What follows belongs to an exercise in optimizing a design on an open flow for small area, a short achievable clock period and few clock cycles per item; a production flow would make more cautious choices.
Only simulation tests tie the RTL to the original design; equivalence was not proved.
Power is estimated from default activity; no workload was simulated.

==> design.v <==
package apid_pkg;
  localparam int DATA_W    = 32;
  localparam int FRAC_BITS = 16;
  localparam int TIME_W    = 24;
  localparam int OP_W      = 2;
  localparam int CFG_IDX_W = 3;
  localparam int US_PER_S  = 1000000;
  localparam int HALF_US   = US_PER_S / 2;
  localparam int US_W      = 20;
  localparam int DIV_RADIX = 4;
  localparam int DIV_W     = 84;
  localparam int RND_W     = 5;
  localparam int INT_DIV_W = DATA_W + TIME_W;
  localparam int DIV_ROUNDS_I = INT_DIV_W / DIV_RADIX;
  localparam int DIV_ROUNDS_D = DIV_W / DIV_RADIX;
  localparam logic [OP_W-1:0] OP_TARGET = 2'd0;
  localparam logic [OP_W-1:0] OP_MEAS   = 2'd1;
  localparam logic [OP_W-1:0] OP_UPDATE = 2'd2;
  localparam logic [OP_W-1:0] OP_RESET  = 2'd3;
  localparam logic [CFG_IDX_W-1:0] CFG_KP    = 3'd0;
  localparam logic [CFG_IDX_W-1:0] CFG_KI    = 3'd1;
  localparam logic [CFG_IDX_W-1:0] CFG_KD    = 3'd2;
  localparam logic [CFG_IDX_W-1:0] CFG_LIM   = 3'd3;
  localparam logic [CFG_IDX_W-1:0] CFG_FLOOR = 3'd4;
  localparam logic [CFG_IDX_W-1:0] CFG_CEIL  = 3'd5;
  localparam logic [3:0] DP_NONE  = 4'd0;
  localparam logic [3:0] DP_LOAD  = 4'd1;
  localparam logic [3:0] DP_EXEC  = 4'd2;
  localparam logic [3:0] DP_MUL   = 4'd3;
  localparam logic [3:0] DP_PREP  = 4'd4;
  localparam logic [3:0] DP_SCALE = 4'd5;
  localparam logic [3:0] DP_DSUM  = 4'd6;
  localparam logic [3:0] DP_INTEG = 4'd7;
  localparam logic [3:0] DP_IMUL  = 4'd8;
  localparam logic [3:0] DP_IRND  = 4'd9;
  localparam logic [3:0] DP_DRND  = 4'd10;
  localparam logic [3:0] DP_SUM   = 4'd11;
  localparam logic [3:0] DP_CTRL  = 4'd12;
  typedef struct packed {
    logic [OP_W-1:0]          operation;
    logic signed [DATA_W-1:0] value;
    logic signed [DATA_W-1:0] reset_control;
    logic [TIME_W-1:0]        elapsed_us;
  } in_t;
  typedef struct packed {
    logic signed [DATA_W-1:0] control_value;
    logic signed [DATA_W-1:0] control_change;
    logic                     skipped;
  } out_t;
  typedef struct packed {
    logic [3:0] step;
    logic       out_load;
  } cmd_t;
  typedef struct packed {
    logic [OP_W-1:0] op;
    logic            dt_zero;
    logic            div_busy;
  } sts_t;
endpackage
import apid_pkg::*;
module accumulating_pid_controller (
  input  logic                 clk,
  input  logic                 rst_n,
  input  logic                 in_valid,
  output logic                 in_ready,
  input  logic [89:0]          in_data,
  output logic                 out_valid,
  input  logic                 out_ready,
  output logic [64:0]          out_data,
  input  logic                 cfg_valid,
  output logic                 cfg_ready,
  input  logic [CFG_IDX_W-1:0] cfg_index,
  input  logic [DATA_W-1:0]    cfg_data
);
  localparam int NT = 24;    
  localparam int DR = 2;     
  function automatic logic [31:0] mag32(input logic [31:0] x);
    mag32 = x[31] ? (32'd0 - x) : x;
  endfunction
  function automatic logic [31:0] sat_mag(input logic neg, input logic [47:0] m);
    if (neg) begin
      if (m > 48'h0_8000_0000) sat_mag = 32'h8000_0000;
      else sat_mag = 32'd0 - m[31:0];
    end else begin
      if (m > 48'h0_7FFF_FFFF) sat_mag = 32'h7FFF_FFFF;
      else sat_mag = m[31:0];
    end
  endfunction
  function automatic logic [31:0] sat34(input logic [33:0] x);
    if (!x[33] && (x[32] | x[31])) sat34 = 32'h7FFF_FFFF;
    else if (x[33] && !(x[32] & x[31])) sat34 = 32'h8000_0000;
    else sat34 = x[31:0];
  endfunction
  function automatic logic [24:0] ksub(input logic [24:0] t, input logic [23:0] dv);
    logic [24:0] g, p, gn, pn, b, c;
    b = ~{1'b0, dv};
    g = t & b;
    p = t ^ b;
    g[0] = t[0] | b[0];
    for (int s = 1; s < 25; s = s * 2) begin
      gn = g;
      pn = p;
      for (int i = s; i < 25; i++) begin
        gn[i] = g[i] | (p[i] & g[i-s]);
        pn[i] = p[i] & p[i-s];
      end
      g = gn;
      p = pn;
    end
    c = {g[23:0], 1'b1};
    p = t ^ b;
    ksub = {g[24], p[23:0] ^ c[23:0]};
  endfunction
  function automatic logic [57:0] divrows(input logic [23:0] r, input logic [33:0] nq,
                                          input logic [23:0] dv);
    logic [24:0] t, df;
    logic [23:0] rr;
    logic [33:0] q;
    rr = r;
    q  = nq;
    for (int k = 0; k < DR; k++) begin
      t  = {rr, q[33]};
      df = ksub(t, dv);
      q  = {q[32:0], df[24]};
      rr = df[24] ? df[23:0] : t[23:0];
    end
    divrows = {rr, q};
  endfunction
  function automatic logic [113:0] csa26_57(input logic [1481:0] r);
    logic [56:0] s0_0, c0_0;
    logic [56:0] s0_1, c0_1;
    logic [56:0] s0_2, c0_2;
    logic [56:0] s0_3, c0_3;
    logic [56:0] s0_4, c0_4;
    logic [56:0] s0_5, c0_5;
    logic [56:0] s0_6, c0_6;
    logic [56:0] s0_7, c0_7;
    logic [56:0] s1_0, c1_0;
    logic [56:0] s1_1, c1_1;
    logic [56:0] s1_2, c1_2;
    logic [56:0] s1_3, c1_3;
    logic [56:0] s1_4, c1_4;
    logic [56:0] s1_5, c1_5;
    logic [56:0] s2_0, c2_0;
    logic [56:0] s2_1, c2_1;
    logic [56:0] s2_2, c2_2;
    logic [56:0] s2_3, c2_3;
    logic [56:0] s3_0, c3_0;
    logic [56:0] s3_1, c3_1;
    logic [56:0] s4_0, c4_0;
    logic [56:0] s4_1, c4_1;
    logic [56:0] s5_0, c5_0;
    logic [56:0] s6_0, c6_0;
    begin
      s0_0 = r[0 +: 57] ^ r[57 +: 57] ^ r[114 +: 57];
      c0_0 = (((r[0 +: 57] & r[57 +: 57]) | (r[0 +: 57] & r[114 +: 57]) | (r[57 +: 57] & r[114 +: 57]))) << 1;
      s0_1 = r[171 +: 57] ^ r[228 +: 57] ^ r[285 +: 57];
      c0_1 = (((r[171 +: 57] & r[228 +: 57]) | (r[171 +: 57] & r[285 +: 57]) | (r[228 +: 57] & r[285 +: 57]))) << 1;
      s0_2 = r[342 +: 57] ^ r[399 +: 57] ^ r[456 +: 57];
      c0_2 = (((r[342 +: 57] & r[399 +: 57]) | (r[342 +: 57] & r[456 +: 57]) | (r[399 +: 57] & r[456 +: 57]))) << 1;
      s0_3 = r[513 +: 57] ^ r[570 +: 57] ^ r[627 +: 57];
      c0_3 = (((r[513 +: 57] & r[570 +: 57]) | (r[513 +: 57] & r[627 +: 57]) | (r[570 +: 57] & r[627 +: 57]))) << 1;
      s0_4 = r[684 +: 57] ^ r[741 +: 57] ^ r[798 +: 57];
      c0_4 = (((r[684 +: 57] & r[741 +: 57]) | (r[684 +: 57] & r[798 +: 57]) | (r[741 +: 57] & r[798 +: 57]))) << 1;
      s0_5 = r[855 +: 57] ^ r[912 +: 57] ^ r[969 +: 57];
      c0_5 = (((r[855 +: 57] & r[912 +: 57]) | (r[855 +: 57] & r[969 +: 57]) | (r[912 +: 57] & r[969 +: 57]))) << 1;
      s0_6 = r[1026 +: 57] ^ r[1083 +: 57] ^ r[1140 +: 57];
      c0_6 = (((r[1026 +: 57] & r[1083 +: 57]) | (r[1026 +: 57] & r[1140 +: 57]) | (r[1083 +: 57] & r[1140 +: 57]))) << 1;
      s0_7 = r[1197 +: 57] ^ r[1254 +: 57] ^ r[1311 +: 57];
      c0_7 = (((r[1197 +: 57] & r[1254 +: 57]) | (r[1197 +: 57] & r[1311 +: 57]) | (r[1254 +: 57] & r[1311 +: 57]))) << 1;
      s1_0 = s0_0 ^ c0_0 ^ s0_1;
      c1_0 = (((s0_0 & c0_0) | (s0_0 & s0_1) | (c0_0 & s0_1))) << 1;
      s1_1 = c0_1 ^ s0_2 ^ c0_2;
      c1_1 = (((c0_1 & s0_2) | (c0_1 & c0_2) | (s0_2 & c0_2))) << 1;
      s1_2 = s0_3 ^ c0_3 ^ s0_4;
      c1_2 = (((s0_3 & c0_3) | (s0_3 & s0_4) | (c0_3 & s0_4))) << 1;
      s1_3 = c0_4 ^ s0_5 ^ c0_5;
      c1_3 = (((c0_4 & s0_5) | (c0_4 & c0_5) | (s0_5 & c0_5))) << 1;
      s1_4 = s0_6 ^ c0_6 ^ s0_7;
      c1_4 = (((s0_6 & c0_6) | (s0_6 & s0_7) | (c0_6 & s0_7))) << 1;
      s1_5 = c0_7 ^ r[1368 +: 57] ^ r[1425 +: 57];
      c1_5 = (((c0_7 & r[1368 +: 57]) | (c0_7 & r[1425 +: 57]) | (r[1368 +: 57] & r[1425 +: 57]))) << 1;
      s2_0 = s1_0 ^ c1_0 ^ s1_1;
      c2_0 = (((s1_0 & c1_0) | (s1_0 & s1_1) | (c1_0 & s1_1))) << 1;
      s2_1 = c1_1 ^ s1_2 ^ c1_2;
      c2_1 = (((c1_1 & s1_2) | (c1_1 & c1_2) | (s1_2 & c1_2))) << 1;
      s2_2 = s1_3 ^ c1_3 ^ s1_4;
      c2_2 = (((s1_3 & c1_3) | (s1_3 & s1_4) | (c1_3 & s1_4))) << 1;
      s2_3 = c1_4 ^ s1_5 ^ c1_5;
      c2_3 = (((c1_4 & s1_5) | (c1_4 & c1_5) | (s1_5 & c1_5))) << 1;
      s3_0 = s2_0 ^ c2_0 ^ s2_1;
      c3_0 = (((s2_0 & c2_0) | (s2_0 & s2_1) | (c2_0 & s2_1))) << 1;
      s3_1 = c2_1 ^ s2_2 ^ c2_2;
      c3_1 = (((c2_1 & s2_2) | (c2_1 & c2_2) | (s2_2 & c2_2))) << 1;
      s4_0 = s3_0 ^ c3_0 ^ s3_1;
      c4_0 = (((s3_0 & c3_0) | (s3_0 & s3_1) | (c3_0 & s3_1))) << 1;
      s4_1 = c3_1 ^ s2_3 ^ c2_3;
      c4_1 = (((c3_1 & s2_3) | (c3_1 & c2_3) | (s2_3 & c2_3))) << 1;
      s5_0 = s4_0 ^ c4_0 ^ s4_1;
      c5_0 = (((s4_0 & c4_0) | (s4_0 & s4_1) | (c4_0 & s4_1))) << 1;
      s6_0 = s5_0 ^ c5_0 ^ c4_1;
      c6_0 = (((s5_0 & c5_0) | (s5_0 & c4_1) | (c5_0 & c4_1))) << 1;
      csa26_57 = {s6_0, c6_0};
    end
  endfunction
  function automatic logic [89:0] csa15_45(input logic [674:0] r);
    logic [44:0] s0_0, c0_0;
    logic [44:0] s0_1, c0_1;
    logic [44:0] s0_2, c0_2;
    logic [44:0] s0_3, c0_3;
    logic [44:0] s0_4, c0_4;
    logic [44:0] s1_0, c1_0;
    logic [44:0] s1_1, c1_1;
    logic [44:0] s1_2, c1_2;
    logic [44:0] s2_0, c2_0;
    logic [44:0] s2_1, c2_1;
    logic [44:0] s3_0, c3_0;
    logic [44:0] s4_0, c4_0;
    logic [44:0] s5_0, c5_0;
    begin
      s0_0 = r[0 +: 45] ^ r[45 +: 45] ^ r[90 +: 45];
      c0_0 = (((r[0 +: 45] & r[45 +: 45]) | (r[0 +: 45] & r[90 +: 45]) | (r[45 +: 45] & r[90 +: 45]))) << 1;
      s0_1 = r[135 +: 45] ^ r[180 +: 45] ^ r[225 +: 45];
      c0_1 = (((r[135 +: 45] & r[180 +: 45]) | (r[135 +: 45] & r[225 +: 45]) | (r[180 +: 45] & r[225 +: 45]))) << 1;
      s0_2 = r[270 +: 45] ^ r[315 +: 45] ^ r[360 +: 45];
      c0_2 = (((r[270 +: 45] & r[315 +: 45]) | (r[270 +: 45] & r[360 +: 45]) | (r[315 +: 45] & r[360 +: 45]))) << 1;
      s0_3 = r[405 +: 45] ^ r[450 +: 45] ^ r[495 +: 45];
      c0_3 = (((r[405 +: 45] & r[450 +: 45]) | (r[405 +: 45] & r[495 +: 45]) | (r[450 +: 45] & r[495 +: 45]))) << 1;
      s0_4 = r[540 +: 45] ^ r[585 +: 45] ^ r[630 +: 45];
      c0_4 = (((r[540 +: 45] & r[585 +: 45]) | (r[540 +: 45] & r[630 +: 45]) | (r[585 +: 45] & r[630 +: 45]))) << 1;
      s1_0 = s0_0 ^ c0_0 ^ s0_1;
      c1_0 = (((s0_0 & c0_0) | (s0_0 & s0_1) | (c0_0 & s0_1))) << 1;
      s1_1 = c0_1 ^ s0_2 ^ c0_2;
      c1_1 = (((c0_1 & s0_2) | (c0_1 & c0_2) | (s0_2 & c0_2))) << 1;
      s1_2 = s0_3 ^ c0_3 ^ s0_4;
      c1_2 = (((s0_3 & c0_3) | (s0_3 & s0_4) | (c0_3 & s0_4))) << 1;
      s2_0 = s1_0 ^ c1_0 ^ s1_1;
      c2_0 = (((s1_0 & c1_0) | (s1_0 & s1_1) | (c1_0 & s1_1))) << 1;
      s2_1 = c1_1 ^ s1_2 ^ c1_2;
      c2_1 = (((c1_1 & s1_2) | (c1_1 & c1_2) | (s1_2 & c1_2))) << 1;
      s3_0 = s2_0 ^ c2_0 ^ s2_1;
      c3_0 = (((s2_0 & c2_0) | (s2_0 & s2_1) | (c2_0 & s2_1))) << 1;
      s4_0 = s3_0 ^ c3_0 ^ c2_1;
      c4_0 = (((s3_0 & c3_0) | (s3_0 & c2_1) | (c3_0 & c2_1))) << 1;
      s5_0 = s4_0 ^ c4_0 ^ c0_4;
      c5_0 = (((s4_0 & c4_0) | (s4_0 & c0_4) | (c4_0 & c0_4))) << 1;
      csa15_45 = {s5_0, c5_0};
    end
  endfunction
  function automatic logic [95:0] csa19_48(input logic [911:0] r);
    logic [47:0] s0_0, c0_0;
    logic [47:0] s0_1, c0_1;
    logic [47:0] s0_2, c0_2;
    logic [47:0] s0_3, c0_3;
    logic [47:0] s0_4, c0_4;
    logic [47:0] s0_5, c0_5;
    logic [47:0] s1_0, c1_0;
    logic [47:0] s1_1, c1_1;
    logic [47:0] s1_2, c1_2;
    logic [47:0] s1_3, c1_3;
    logic [47:0] s2_0, c2_0;
    logic [47:0] s2_1, c2_1;
    logic [47:0] s2_2, c2_2;
    logic [47:0] s3_0, c3_0;
    logic [47:0] s3_1, c3_1;
    logic [47:0] s4_0, c4_0;
    logic [47:0] s5_0, c5_0;
    begin
      s0_0 = r[0 +: 48] ^ r[48 +: 48] ^ r[96 +: 48];
      c0_0 = (((r[0 +: 48] & r[48 +: 48]) | (r[0 +: 48] & r[96 +: 48]) | (r[48 +: 48] & r[96 +: 48]))) << 1;
      s0_1 = r[144 +: 48] ^ r[192 +: 48] ^ r[240 +: 48];
      c0_1 = (((r[144 +: 48] & r[192 +: 48]) | (r[144 +: 48] & r[240 +: 48]) | (r[192 +: 48] & r[240 +: 48]))) << 1;
      s0_2 = r[288 +: 48] ^ r[336 +: 48] ^ r[384 +: 48];
      c0_2 = (((r[288 +: 48] & r[336 +: 48]) | (r[288 +: 48] & r[384 +: 48]) | (r[336 +: 48] & r[384 +: 48]))) << 1;
      s0_3 = r[432 +: 48] ^ r[480 +: 48] ^ r[528 +: 48];
      c0_3 = (((r[432 +: 48] & r[480 +: 48]) | (r[432 +: 48] & r[528 +: 48]) | (r[480 +: 48] & r[528 +: 48]))) << 1;
      s0_4 = r[576 +: 48] ^ r[624 +: 48] ^ r[672 +: 48];
      c0_4 = (((r[576 +: 48] & r[624 +: 48]) | (r[576 +: 48] & r[672 +: 48]) | (r[624 +: 48] & r[672 +: 48]))) << 1;
      s0_5 = r[720 +: 48] ^ r[768 +: 48] ^ r[816 +: 48];
      c0_5 = (((r[720 +: 48] & r[768 +: 48]) | (r[720 +: 48] & r[816 +: 48]) | (r[768 +: 48] & r[816 +: 48]))) << 1;
      s1_0 = s0_0 ^ c0_0 ^ s0_1;
      c1_0 = (((s0_0 & c0_0) | (s0_0 & s0_1) | (c0_0 & s0_1))) << 1;
      s1_1 = c0_1 ^ s0_2 ^ c0_2;
      c1_1 = (((c0_1 & s0_2) | (c0_1 & c0_2) | (s0_2 & c0_2))) << 1;
      s1_2 = s0_3 ^ c0_3 ^ s0_4;
      c1_2 = (((s0_3 & c0_3) | (s0_3 & s0_4) | (c0_3 & s0_4))) << 1;
      s1_3 = c0_4 ^ s0_5 ^ c0_5;
      c1_3 = (((c0_4 & s0_5) | (c0_4 & c0_5) | (s0_5 & c0_5))) << 1;
      s2_0 = s1_0 ^ c1_0 ^ s1_1;
      c2_0 = (((s1_0 & c1_0) | (s1_0 & s1_1) | (c1_0 & s1_1))) << 1;
      s2_1 = c1_1 ^ s1_2 ^ c1_2;
      c2_1 = (((c1_1 & s1_2) | (c1_1 & c1_2) | (s1_2 & c1_2))) << 1;
      s2_2 = s1_3 ^ c1_3 ^ r[864 +: 48];
      c2_2 = (((s1_3 & c1_3) | (s1_3 & r[864 +: 48]) | (c1_3 & r[864 +: 48]))) << 1;
      s3_0 = s2_0 ^ c2_0 ^ s2_1;
      c3_0 = (((s2_0 & c2_0) | (s2_0 & s2_1) | (c2_0 & s2_1))) << 1;
      s3_1 = c2_1 ^ s2_2 ^ c2_2;
      c3_1 = (((c2_1 & s2_2) | (c2_1 & c2_2) | (s2_2 & c2_2))) << 1;
      s4_0 = s3_0 ^ c3_0 ^ s3_1;
      c4_0 = (((s3_0 & c3_0) | (s3_0 & s3_1) | (c3_0 & s3_1))) << 1;
      s5_0 = s4_0 ^ c4_0 ^ c3_1;
      c5_0 = (((s4_0 & c4_0) | (s4_0 & c3_1) | (c4_0 & c3_1))) << 1;
      csa19_48 = {s5_0, c5_0};
    end
  endfunction
  logic [31:0] kpm, kim, kdm, flo_r, cei_r;
  logic        kps, kis, kds;
  logic [30:0] lim_r;
  logic [45:0] kq;           
  assign cfg_ready = 1'b1;
  always_ff @(posedge clk) begin
    if (!rst_n) begin
      kpm <= '0; kps <= 1'b0;
      kim <= '0; kis <= 1'b0;
      kdm <= '0; kds <= 1'b0;
      lim_r <= '0;
      flo_r <= '0;
      cei_r <= '0;
    end else if (cfg_valid) begin
      case (cfg_index)
        3'd0: begin kpm <= mag32(cfg_data); kps <= cfg_data[31]; end
        3'd1: begin kim <= mag32(cfg_data); kis <= cfg_data[31]; end
        3'd2: begin kdm <= mag32(cfg_data); kds <= cfg_data[31]; end
        3'd3: lim_r <= cfg_data[30:0];
        3'd4: flo_r <= cfg_data;
        3'd5: cei_r <= cfg_data;
        default: ;
      endcase
    end
  end
  always_ff @(posedge clk) begin
    kq <= ({14'd0, kdm} << 14) - ({14'd0, kdm} << 10) + ({14'd0, kdm} << 8)
        + ({14'd0, kdm} << 3) + {14'd0, kdm};
  end
  logic [NT:1] tv, tu, ts;      
  logic        o_valid, k_valid;
  logic [64:0] o_data, k_data;
  logic        adv;
  assign adv = !k_valid;
  logic        v0;
  logic [1:0]  s_op;
  logic [31:0] s_val, s_rc;
  logic [23:0] s_dt;
  logic        s_upd, s_rst, go0, busy;
  assign s_upd    = (s_op == 2'd2) && (s_dt != 24'd0);
  assign s_rst    = (s_op == 2'd3);
  assign busy     = |tv;
  assign go0      = v0 && adv && !(s_upd && tu[1]) && !(s_rst && busy);
  assign in_ready = !v0 || go0;
  always_ff @(posedge clk) begin
    if (!rst_n) v0 <= 1'b0;
    else if (in_valid && in_ready) v0 <= 1'b1;
    else if (go0) v0 <= 1'b0;
  end
  always_ff @(posedge clk) begin
    if (in_valid && in_ready) begin
      s_op  <= in_data[89:88];
      s_val <= in_data[87:56];
      s_rc  <= in_data[55:24];
      s_dt  <= in_data[23:0];
    end
  end
  logic [31:0] target_r, meas_r, err_r, errp_r, acc_r, ctrl_r, chg_r;
  logic [33:0] dif_vm, dif_tv;
  logic [32:0] de;
  assign dif_vm = {{2{s_val[31]}}, s_val} - {{2{meas_r[31]}}, meas_r};
  assign dif_tv = {{2{target_r[31]}}, target_r} - {{2{s_val[31]}}, s_val};
  assign de     = {err_r[31], err_r} - {errp_r[31], errp_r};
  logic [31:0] e1, e2, e3, e4, e5, e6, e7, e8, e9, e10;
  logic        se1, se2, se3, se4, se5, se6, se7, se8, se9, se10;
  logic        sd1, sd2, sd3, sd4, sd5, sd6, sd7, sd8, sd9, sd10, sd11;
  logic [23:0] dt1, dt2, dt3, dt4, dt5, dt6, dt7, dt8, dt9, dt10;
  logic [32:0] dd1;
  logic [56:0] qs1, qc1;
  logic [56:0] qhs2, qhc2;
  logic [22:0] ql2;
  logic [69:0] n2;
  logic [23:0] r3, r4, r5, r6, r7, r8, r9, r10;
  logic [33:0] nq3, nq4, nq5, nq6, nq7, nq8, nq9, nq10, q11;
  logic        ov3, ov4, ov5, ov6, ov7, ov8, ov9, ov10, ov11;
  logic [44:0] xs6, xc6, xhs7, xhc7;
  logic [11:0] xl7;
  logic [49:0] z7;
  logic [44:0] z8;
  logic        zo8;
  logic [67:0] pa8;
  logic [31:0] q8;
  logic [33:0] as9;
  logic [31:0] am9, am10;
  logic        ag9, ag10, ag11;
  logic [47:0] is10, ic10, ps10, pc10, ihs11, ihc11, phs11, phc11;
  logic        se11;
  logic [31:0] p11, i11, d11;
  logic [31:0] chg12;
  logic [31:0] s12;
  logic [26*57-1:0] rq;
  logic [113:0]     cq;
  logic [23:0]      lq;
  logic [69:0]      nprime;
  logic [56:0]      cq_hi_sum;
  logic             ovf2;
  logic [57:0]      div2, div3, div4, div5, div6, div7, div8, div9, div10;
  logic [15*45-1:0] rx;
  logic [89:0]      cx;
  logic [12:0]      lx;
  logic [67:0]      pa_n;
  logic [91:0]      mag8;
  logic [31:0]      ims;
  logic [33:0]      acc_sum;
  logic             a_gt, a_lt;
  logic [33:0]      a_pl, as_neg;
  logic [31:0]      acc_new, am_new;
  logic             ag_new;
  logic [19*48-1:0] rmi, rmp;
  logic [95:0]      cmi, cmp;
  logic [16:0]      lmi, lmp;
  logic [33:0]      dm11;
  logic [47:0]      pr11, ir11;
  logic [33:0]      sum11;
  logic [33:0]      cs_sum;
  logic [31:0]      ctrl_new;
  logic signed [31:0] s12_s, cei_s, flo_s;
  assign s12_s = s12;
  assign cei_s = cei_r;
  assign flo_s = flo_r;
  always_comb begin
    lq = {1'b0, qs1[22:0]} + {1'b0, qc1[22:0]};
    for (int j = 0; j < 23; j++)
      rq[j*57 +: 57] = (tu[2] ? kq[23+j] : kq[j]) ? (57'(dd1) << j) : 57'd0;
    rq[23*57 +: 57] = tu[2] ? (qs1 >> 23) : 57'd0;
    rq[24*57 +: 57] = tu[2] ? (qc1 >> 23) : 57'd0;
    rq[25*57 +: 57] = tu[2] ? 57'(lq[23]) : 57'd0;
    cq = csa26_57(rq);
    cq_hi_sum = qhs2 + qhc2;
    nprime = 70'({57'(cq_hi_sum), ql2} >> 8);
    ovf2 = (n2[69:58] != 12'd0) || (n2[57:34] >= dt2);
    div2 = divrows(n2[57:34], n2[33:0], dt2);
    div3 = divrows(r3, nq3, dt3);
    div4 = divrows(r4, nq4, dt4);
    div5 = divrows(r5, nq5, dt5);
    div6 = divrows(r6, nq6, dt6);
    div7 = divrows(r7, nq7, dt7);
    div8 = divrows(r8, nq8, dt8);
    div9 = divrows(r9, nq9, dt9);
    div10 = divrows(r10, nq10, dt10);
    lx = {1'b0, xs6[11:0]} + {1'b0, xc6[11:0]};
    for (int j = 0; j < 12; j++)
      rx[j*45 +: 45] = (tu[12] ? dt6[12+j] : dt6[j]) ? (45'(e6) << j) : 45'd0;
    rx[12*45 +: 45] = tu[12] ? (xs6 >> 12) : 45'd500000;
    rx[13*45 +: 45] = tu[12] ? (xc6 >> 12) : 45'd0;
    rx[14*45 +: 45] = tu[12] ? 45'(lx[12]) : 45'd0;
    cx = csa15_45(rx);
    begin
      logic [67:0] zl;
      logic [91:0] zh;
      zl = {23'd0, z7[44:0]};
      zh = {47'd0, z8};
      pa_n = (zl << 22) + (zl << 17) - (zl << 15) - (zl << 12) - (zl << 10) - (zl << 5) - (zl << 2);
      mag8 = {24'd0, pa8} + (zh << 45) + (zh << 41) - (zh << 39) + (zh << 36) - (zh << 33)
           - (zh << 28) - (zh << 24);
    end
    if (zo8) ims = se8 ? 32'h8000_0000 : 32'h7FFF_FFFF;
    else if (se8) ims = (q8 > 32'h8000_0000) ? 32'h8000_0000 : q8;
    else ims = (q8 > 32'h7FFF_FFFF) ? 32'h7FFF_FFFF : q8;
    acc_sum = se8 ? ({{2{acc_r[31]}}, acc_r} - {2'd0, ims}) : ({{2{acc_r[31]}}, acc_r} + {2'd0, ims});
    a_gt   = !as9[33] && (as9[32:0] > {2'd0, lim_r});
    a_pl   = as9 + {3'd0, lim_r};
    a_lt   = a_pl[33];
    as_neg = 34'd0 - as9;
    if (a_gt) begin acc_new = {1'b0, lim_r}; am_new = {1'b0, lim_r}; ag_new = 1'b0; end
    else if (a_lt) begin acc_new = 32'd0 - {1'b0, lim_r}; am_new = {1'b0, lim_r}; ag_new = 1'b1; end
    else begin
      acc_new = as9[31:0];
      am_new  = as9[33] ? as_neg[31:0] : as9[31:0];
      ag_new  = as9[33];
    end
    lmi = {1'b0, is10[15:0]} + {1'b0, ic10[15:0]};
    lmp = {1'b0, ps10[15:0]} + {1'b0, pc10[15:0]};
    for (int j = 0; j < 16; j++) begin
      rmi[j*48 +: 48] = (tu[20] ? kim[16+j] : kim[j]) ? (48'(am10) << j) : 48'd0;
      rmp[j*48 +: 48] = (tu[20] ? kpm[16+j] : kpm[j]) ? (48'(e10) << j) : 48'd0;
    end
    rmi[16*48 +: 48] = tu[20] ? (is10 >> 16) : 48'd32768;
    rmi[17*48 +: 48] = tu[20] ? (ic10 >> 16) : 48'd0;
    rmi[18*48 +: 48] = tu[20] ? 48'(lmi[16]) : 48'd0;
    rmp[16*48 +: 48] = tu[20] ? (ps10 >> 16) : 48'd32768;
    rmp[17*48 +: 48] = tu[20] ? (pc10 >> 16) : 48'd0;
    rmp[18*48 +: 48] = tu[20] ? 48'(lmp[16]) : 48'd0;
    cmi = csa19_48(rmi);
    cmp = csa19_48(rmp);
    pr11 = phs11 + phc11;
    ir11 = ihs11 + ihc11;
    dm11 = ov11 ? 34'h1_0000_0000 : 34'(({2'd0, q11} + 36'd2) >> 2);
    sum11 = {{2{p11[31]}}, p11} + {{2{i11[31]}}, i11} + {{2{d11[31]}}, d11};
    cs_sum = {{2{ctrl_r[31]}}, ctrl_r} + {{2{chg12[31]}}, chg12};
    if (s12_s > cei_s) ctrl_new = cei_r;
    else if (s12_s < flo_s) ctrl_new = flo_r;
    else ctrl_new = s12;
  end
  always_ff @(posedge clk) begin
    if (!rst_n) begin
      tv <= '0;
      tu <= '0;
      ts <= '0;
    end else if (adv) begin
      tv <= {tv[NT-1:1], go0};
      tu <= {tu[NT-1:1], go0 && s_upd};
      ts <= {ts[NT-1:1], (s_op == 2'd2) && (s_dt == 24'd0)};
    end
  end
  always_ff @(posedge clk) begin
    if (!rst_n) begin
      target_r <= '0;
      meas_r   <= '0;
      err_r    <= '0;
      errp_r   <= '0;
      acc_r    <= '0;
      ctrl_r   <= '0;
      chg_r    <= '0;
    end else begin
      if (go0) begin
        case (s_op)
          2'd0: begin
            target_r <= s_val;
            err_r    <= sat34(dif_vm);
            errp_r   <= sat34(dif_vm);
          end
          2'd1: begin
            meas_r <= s_val;
            err_r  <= sat34(dif_tv);
          end
          2'd2: if (s_upd) errp_r <= err_r;
          default: begin
            target_r <= s_val;
            meas_r   <= s_val;
            err_r    <= '0;
            errp_r   <= '0;
            acc_r    <= '0;
            ctrl_r   <= s_rc;
            chg_r    <= '0;
          end
        endcase
      end
      if (adv && tu[17]) acc_r <= acc_new;
      if (adv && tu[24]) begin
        ctrl_r <= ctrl_new;
        chg_r  <= chg12;
      end
    end
  end
  always_ff @(posedge clk) begin
    if (adv) begin
      if (go0 && s_upd) begin
        e1  <= mag32(err_r);
        se1 <= err_r[31];
        dd1 <= de[32] ? (33'd0 - de) : de;
        sd1 <= de[32];
        dt1 <= s_dt;
      end
      if (tu[1]) {qs1, qc1} <= cq;
      if (tu[2]) begin
        {qhs2, qhc2} <= cq;
        ql2 <= lq[22:0];
        e2 <= e1;  se2 <= se1;  sd2 <= sd1;  dt2 <= dt1;
      end
      if (tu[3]) n2 <= nprime;
      if (tu[4]) begin
        {r3, nq3} <= div2;  ov3 <= ovf2;
        e3 <= e2;  se3 <= se2;  sd3 <= sd2;  dt3 <= dt2;
      end
      if (tu[5]) {r3, nq3} <= div3;
      if (tu[6]) begin
        {r4, nq4} <= div3;  ov4 <= ov3;
        e4 <= e3;  se4 <= se3;  sd4 <= sd3;  dt4 <= dt3;
      end
      if (tu[7]) {r4, nq4} <= div4;
      if (tu[8]) begin
        {r5, nq5} <= div4;  ov5 <= ov4;
        e5 <= e4;  se5 <= se4;  sd5 <= sd4;  dt5 <= dt4;
      end
      if (tu[9]) {r5, nq5} <= div5;
      if (tu[10]) begin
        {r6, nq6} <= div5;  ov6 <= ov5;
        e6 <= e5;  se6 <= se5;  sd6 <= sd5;  dt6 <= dt5;
      end
      if (tu[11]) begin
        {r6, nq6} <= div6;
        {xs6, xc6} <= cx;
      end
      if (tu[12]) begin
        {r7, nq7} <= div6;  ov7 <= ov6;
        e7 <= e6;  se7 <= se6;  sd7 <= sd6;  dt7 <= dt6;
        {xhs7, xhc7} <= cx;
        xl7 <= lx[11:0];
      end
      if (tu[13]) begin
        {r7, nq7} <= div7;
        z7 <= {xhs7 + xhc7, xl7[11:6]};
      end
      if (tu[14]) begin
        {r8, nq8} <= div7;  ov8 <= ov7;
        e8 <= e7;  se8 <= se7;  sd8 <= sd7;  dt8 <= dt7;
        z8  <= z7[44:0];
        zo8 <= (z7[49:45] != 5'd0);
        pa8 <= pa_n;
      end
      if (tu[15]) begin
        {r8, nq8} <= div8;
        q8 <= mag8[90:59];
      end
      if (tu[16]) begin
        {r9, nq9} <= div8;  ov9 <= ov8;
        e9 <= e8;  se9 <= se8;  sd9 <= sd8;  dt9 <= dt8;
        as9 <= acc_sum;
      end
      if (tu[17]) begin
        {r9, nq9} <= div9;
        am9 <= am_new;  ag9 <= ag_new;
      end
      if (tu[18]) begin
        {r10, nq10} <= div9;  ov10 <= ov9;
        e10 <= e9;  se10 <= se9;  sd10 <= sd9;  dt10 <= dt9;
        am10 <= am9;  ag10 <= ag9;
      end
      if (tu[19]) begin
        {r10, nq10} <= div10;
        {is10, ic10} <= cmi;
        {ps10, pc10} <= cmp;
      end
      if (tu[20]) begin
        q11 <= div10[33:0];  ov11 <= ov10;
        {ihs11, ihc11} <= cmi;
        {phs11, phc11} <= cmp;
        se11 <= se10;  ag11 <= ag10;  sd11 <= sd10;
      end
      if (tu[21]) begin
        p11 <= sat_mag(se11 ^ kps, pr11);
        i11 <= sat_mag(ag11 ^ kis, ir11);
        d11 <= sat_mag(sd11 ^ kds, {14'd0, dm11});
      end
      if (tu[22]) chg12 <= sat34(sum11);
      if (tu[23]) s12 <= sat34(cs_sum);
    end
  end
  logic [64:0] res;
  logic        res_v;
  assign res_v = adv && tv[NT];
  assign res   = tu[NT] ? {ctrl_new, chg12, 1'b0}
                        : {(ts[NT] ? 32'd0 : ctrl_r), chg_r, ts[NT]};
  always_ff @(posedge clk) begin
    if (!rst_n) begin
      o_valid <= 1'b0;
      k_valid <= 1'b0;
    end else if (k_valid) begin
      if (out_ready) k_valid <= 1'b0;
    end else if (res_v) begin
      if (o_valid && !out_ready) k_valid <= 1'b1;
      else o_valid <= 1'b1;
    end else if (out_ready) begin
      o_valid <= 1'b0;
    end
  end
  always_ff @(posedge clk) begin
    if (k_valid) begin
      if (out_ready) o_data <= k_data;
    end else if (res_v) begin
      if (o_valid && !out_ready) k_data <= res;
      else o_data <= res;
    end
  end
  assign out_valid = o_valid;
  assign out_data  = o_data;
endmodule
==> run.sh <==
#!/bin/bash
# synth_recipe.tcl (not shown) runs the flow's synth.tcl, then flattens the netlist and writes it again
# the make line also repeats each setting of config.mk as NAME=value (left out here)
make -C /OpenROAD-flow-scripts/flow DESIGN_CONFIG=/design/flow/config.mk WORK_HOME=/design/flow/orfs CLKGATE_MAP_FILE= SYNTH_SCRIPT=/design/flow/synth_recipe.tcl finish
==> config.mk <==
export PLATFORM = sky130hd
export DESIGN_NAME = accumulating_pid_controller
export DESIGN_NICKNAME = accumulating_pid_controller
export VERILOG_FILES = /design/flow/design.v
export SDC_FILE = /design/flow/constraint.sdc
export NUM_CORES = 4
export LEC_CHECK = 0
export CAP_MARGIN = 20
export CORE_MARGIN = 2
export CORE_UTILIZATION = 50
export SETUP_SLACK_MARGIN = 5
export SLEW_MARGIN = 20
==> constraint.sdc <==
create_clock -name core_clock -period 13.0 [get_ports {clk}]
set_input_delay 2.6000 -clock core_clock [delete_from_list [all_inputs] [get_ports {clk}]]
set_output_delay 2.6000 -clock core_clock [all_outputs]
set_load 0.01 [all_outputs]
==> metrics.md <==
| Metric | Value |
|---|---|
| Run status | finished clean |
| CP Max Fanout | 30 |
| Footprint of the multi-input gates | 154000 um^2 |
| Pleak | 0.116 uW |
| Area delta synth->final | 8.74% |
| Peak supply drop | 0.00128 V |
| Hpwl dp | 564000 um |
| Synth cell types | between 90 and 100 |
| Most used DFF post-synth | edfxtp_1 |
| CTS tree | done |
| Internal Pwr Total | 33000 uW |
| CP Data Required Time | 13.70 ns |
| Minimum clock period | about 7.6 ns |
| Worst-Skew Late Latency | 1.04 ns |
| H-tree Lvls | 5 |
| Synth async-reset ratio | 0% |
| Number of synthesized register bits | 3186 |
| Vias per std cell | ~5.6 |
| CTS root buf | clkbuf_16 |
| Final setup viols | 0 |
| Synth Warn # | 1 |
| Mean Syn Cell Area | 10.5 um^2 |
| Worst Skew | between 0.08 and 0.09 ns |
| RR Startpoint | dt6[1] |
| Antenna violations before repair | 29 |
| Final Wtd Congestion | 0.927 |
| Pins Over Slew Limit | 0 |
| Layout cell share with drive strength beyond 1 | ~6.3% |
| First-pass GRT wire length | roughly 1100000 um |
| Crit Path Category | reg2reg |
| Total iterations of the first detailed-routing run | 6 |
| Total Neg Setup Slack | 0 ns |
| Crit path from | dt6[1] |
| GR Overflow Total | 0 |
| Number of synthesized flops with an enable pin | 2647 |
| Switching share of total power | between 40% and 50% |
| Vias in the first global route | 180000 |
| Clk pin slew, worst setup/hold paths | 0.06 ns |
| Hold WC Path Type | reg2reg |
| Die area | 528000 um^2 |
| DIE WIDTH | 726 um |
| Hold path start | e5[10] |
| Critical path endpoint category | register |
| Combinational share of power | 58.8% |
| Max Cap Viol | 0 |
| Synth Instances | approximately 25000 |
| Seq pwr share | a little under a quarter |
| DR iter-0 viols | between 10000 and 15000 |
| # IOs | 198 |
| Register area | 90300 um^2 |
| Wirelength per Cell | 22.9 um |
| Final WS setup | 5.39 ns |
| Final Hold Fails | 0 |
| Buffers on Ports | a little under 200 |
| Wirelength, routed | 730000 um |
| Sequential fraction of the synthesis area | 34.6% |
| Final ANT Viol Nets | 0 |
| Post-Place Cell Area | between 200000 and 300000 um^2 |
| RSZ-0062 raised after global routing | false |
| Clk pwr share | 17.3% |
| Starting density of the core | roughly 50% |
| Fillers | 45600 |
| Syn Std Cell Area | between 200000 and 300000 um^2 |
| Max Fclk | 131 MHz |
| Largest net degree at the start of global routing | 164 |
| Clock Sinks | 3186 |
| Layout Nets | 29400 |
| Post-Syn Nets | between 20000 and 30000 |
| Total track usage | ~28% |
| Remaining routing DRC violations | 0 |
| Final period util | about three fifths |
| Via Count | 179000 |
| CTS buffer count | 366 |
| Worst EP arrival | 8.31 ns |
| CTS Buffer Depth | 4 |
| Slew HR | a little under a quarter |
| Row Count | 265 |
| Die Ht | between 700 and 800 um |
| Startpoint Class | register |
| Place WS | 4.43 ns |
| PwrDens | 217 nW/um^2 |
| Final Instance Area | 284000 um^2 |
| P_sw | 28600 uW |
| Worst-Margin Slew | 1.16 ns |
| Slowest library cell on the worst path | or4_1 |
| CP max stage delay | 0.47 ns |
| Core region area | around 520000 um^2 |
-- stage by stage --
stage | utilization, % | hold WS, ns | power (uW) | cells
3_5_place_dp | 52.1 | 0.405 | 51500 | 31200
6_report | 54.5 | 0.410 | 61500 | 31900
3_3_place_gp | 52.1 | 0.400 | 51300 | 31200
5_1_grt | 54.5 | 0.418 | 65900 | 31900
2_1_floorplan | - | 0.387 | 34900 | 24700
4_1_cts | 54.5 | 0.411 | 62400 | 31900
-- area by class of cell --
cell class              instances  area share (%)
diodes                         18          0.0159
well taps                    6942            3.06
clock buffers                 451            3.42
clock inverters               219           0.885
multi-input cells           16900            54.4
inverters                    3709            4.92
repair buffers                465            1.44
flip-flops and latches       3186            31.8
-- power groups by stage --
stage	clock, uW	sequential [uW]	combinational, uW
after floorplan	0	16000	18900
after global placement	0	14900	36400
after detailed placement	0	14900	36600
after CTS	10800	14700	36900
after global routing	11200	14900	39900
final	10600	14700	36200
-- Yosys cell counts, types with 29 or more instances --
master     count  share of area, %
nor3_1       263              0.50
nor2b_1     1836               4.4
a21oi_1     1438               2.8
mux2_2       435               1.9
edfxtp_1    2647                30
mux2i_1      387               1.5
o21bai_1     139              0.40
nand4_1      141              0.34
or3_1         91              0.22
ha_1        2001               9.6
xnor2_1      604               2.0
fa_1        2610                20
clkbuf_1     878               1.3
inv_1       3703               5.3
nand3_1      258              0.49
o211a_1       45              0.17
o31ai_1      106              0.30
a211o_1       34              0.11
or2_2         40             0.096
a22oi_1       39              0.11
and2_1       375              0.90
nand2b_1     206              0.49
a2111oi_0     31              0.10
o21ai_0      865               1.7
a21o_1       396               1.1
a21boi_0      31             0.089
o211ai_1      89              0.26
nor2_1      1101               1.6
o41ai_1       35              0.12
o2111ai_1     63              0.21
a31oi_1      157              0.38
xor2_1       353               1.2
or4_1         41              0.12
a2bb2oi_1     35              0.12
and3_1       100              0.24
a211oi_1     238              0.68
buf_1         39             0.056
a31o_2        52              0.17
o21a_1       144              0.41
nand2_1     1710               2.5
dfxtp_1      539               4.1
nor4_1        68              0.16
and4_1        29             0.097
-- worst max-delay path: cells and delay by family (launching register included) --
kind	cells	cell delay, ns
compound gates	14	3.48
fa+ha+maj	2	0.58
buf+inv	4	0.69
flops	1	0.45
mux	2	0.77
simple gates	5	1.31
-- state kept, by name (all words and copies together) (netlist names), 48 cells and up --
name / count
k_data: 65
phs11: 48
n2: 70
qs1: 54
qc1: 55
qhs2: 55
pa8: 66
ihs11: 48
z7: 50
o_data: 65
qhc2: 53
-- layout by cell type, fill, tap and decap left out, types with 48 or more instances in the layout --
master           instances
inv_1                 3694
edfxtp_1              2647
fa_1                  2610
ha_1                  2000
nor2b_1               1826
nand2_1               1703
a21oi_1               1426
nor2_1                1090
o21ai_0                854
xnor2_1                602
dfxtp_1                525
mux2_2                 435
a21o_1                 396
and2_1                 373
clkbuf_16              369
xor2_1                 350
mux2i_1                331
buf_4                  261
nor3_1                 259
nand3_1                255
a211oi_1               235
nand2b_1               205
clkdlybuf4s50_1        194
a31oi_1                157
o21a_1                 144
nand4_1                141
o21bai_1               139
o31ai_1                104
and3_1                  99
or3_1                   91
o211ai_1                89
nor4_1                  67
clkbuf_1                63
o2111ai_1               61
clkinv_2                53
a31o_2                  52
mux2i_4                 52
clkinv_1                48
-- final timing paths --
path	end	slack (ns)	cells past startpoint
setup / recovery	r7[22]	5.39	27
hold / removal	e6[10]	0.41	0
setup reg to reg	r7[22]	5.39	27
hold reg to reg	e6[10]	0.41	0
-- per-layer routing --
| layer | global-route usage (%) | part of all wire (%) |
|---|---|---|
| met3 | 3.54 | 5.8 |
| met1 | 38.4 | 44 |
| met5 | 0 | 0.0077 |
| met4 | 8.98 | 3.7 |
| met2 | 44.9 | 46 |
-- cells by family after synthesis --
family / count (synthesis) / share of synthesized area, %
mux: 822 / 3.36
compound gates: 4178 / 10.1
simple gates: 6342 / 12.4
xor+xnor: 957 / 3.21
other cells: 1 / 0.00144
flops: 3186 / 34.6
fa+ha+maj: 4618 / 29.6
buf+inv: 4638 / 6.68
-- what timing repair did --
| action | 4_1_cts | 5_1_grt |
|---|---|---|
| pin swaps | 1 | 4 |
| buffers inserted | 0 | 5 |
| cloned | 1 | 1 |
| hold buffers | 0 | 0 |
| endpoints found under the setup margin | 86 | 173 |
| resized for setup | 5 | 39 |
Testbench counts, summed over its fixed seeds: cycles 2,616, items 2,400.

==> afterwards: timing with drivers on the ports <==
In the flow no input, the clock included, has a driving cell. The finished layout below was timed again as built, in two steps. Step 1 sets driving cells, clkbuf_16 on the clock port and buf_2 on the other inputs (assumed; they add their load-dependent delay and slew). Step 2, shift: input delay + t, output delay - t, t = (earliest + latest rising clock arrival at the registers) / 2. This alone moves slack from input paths to output paths. Three values: ideal, step 1, step 2; two values: the first two.
t, ns: 1.117
setup WS [ns]: 5.387 / 5.387 / 5.387
hold slack, ns: 0.410 / 0.410 / 0.410
After both steps this run still meets setup and hold. For this run, drivers alone change the setup slack by 0.000 ns; drivers and shift together by 0.000 ns.
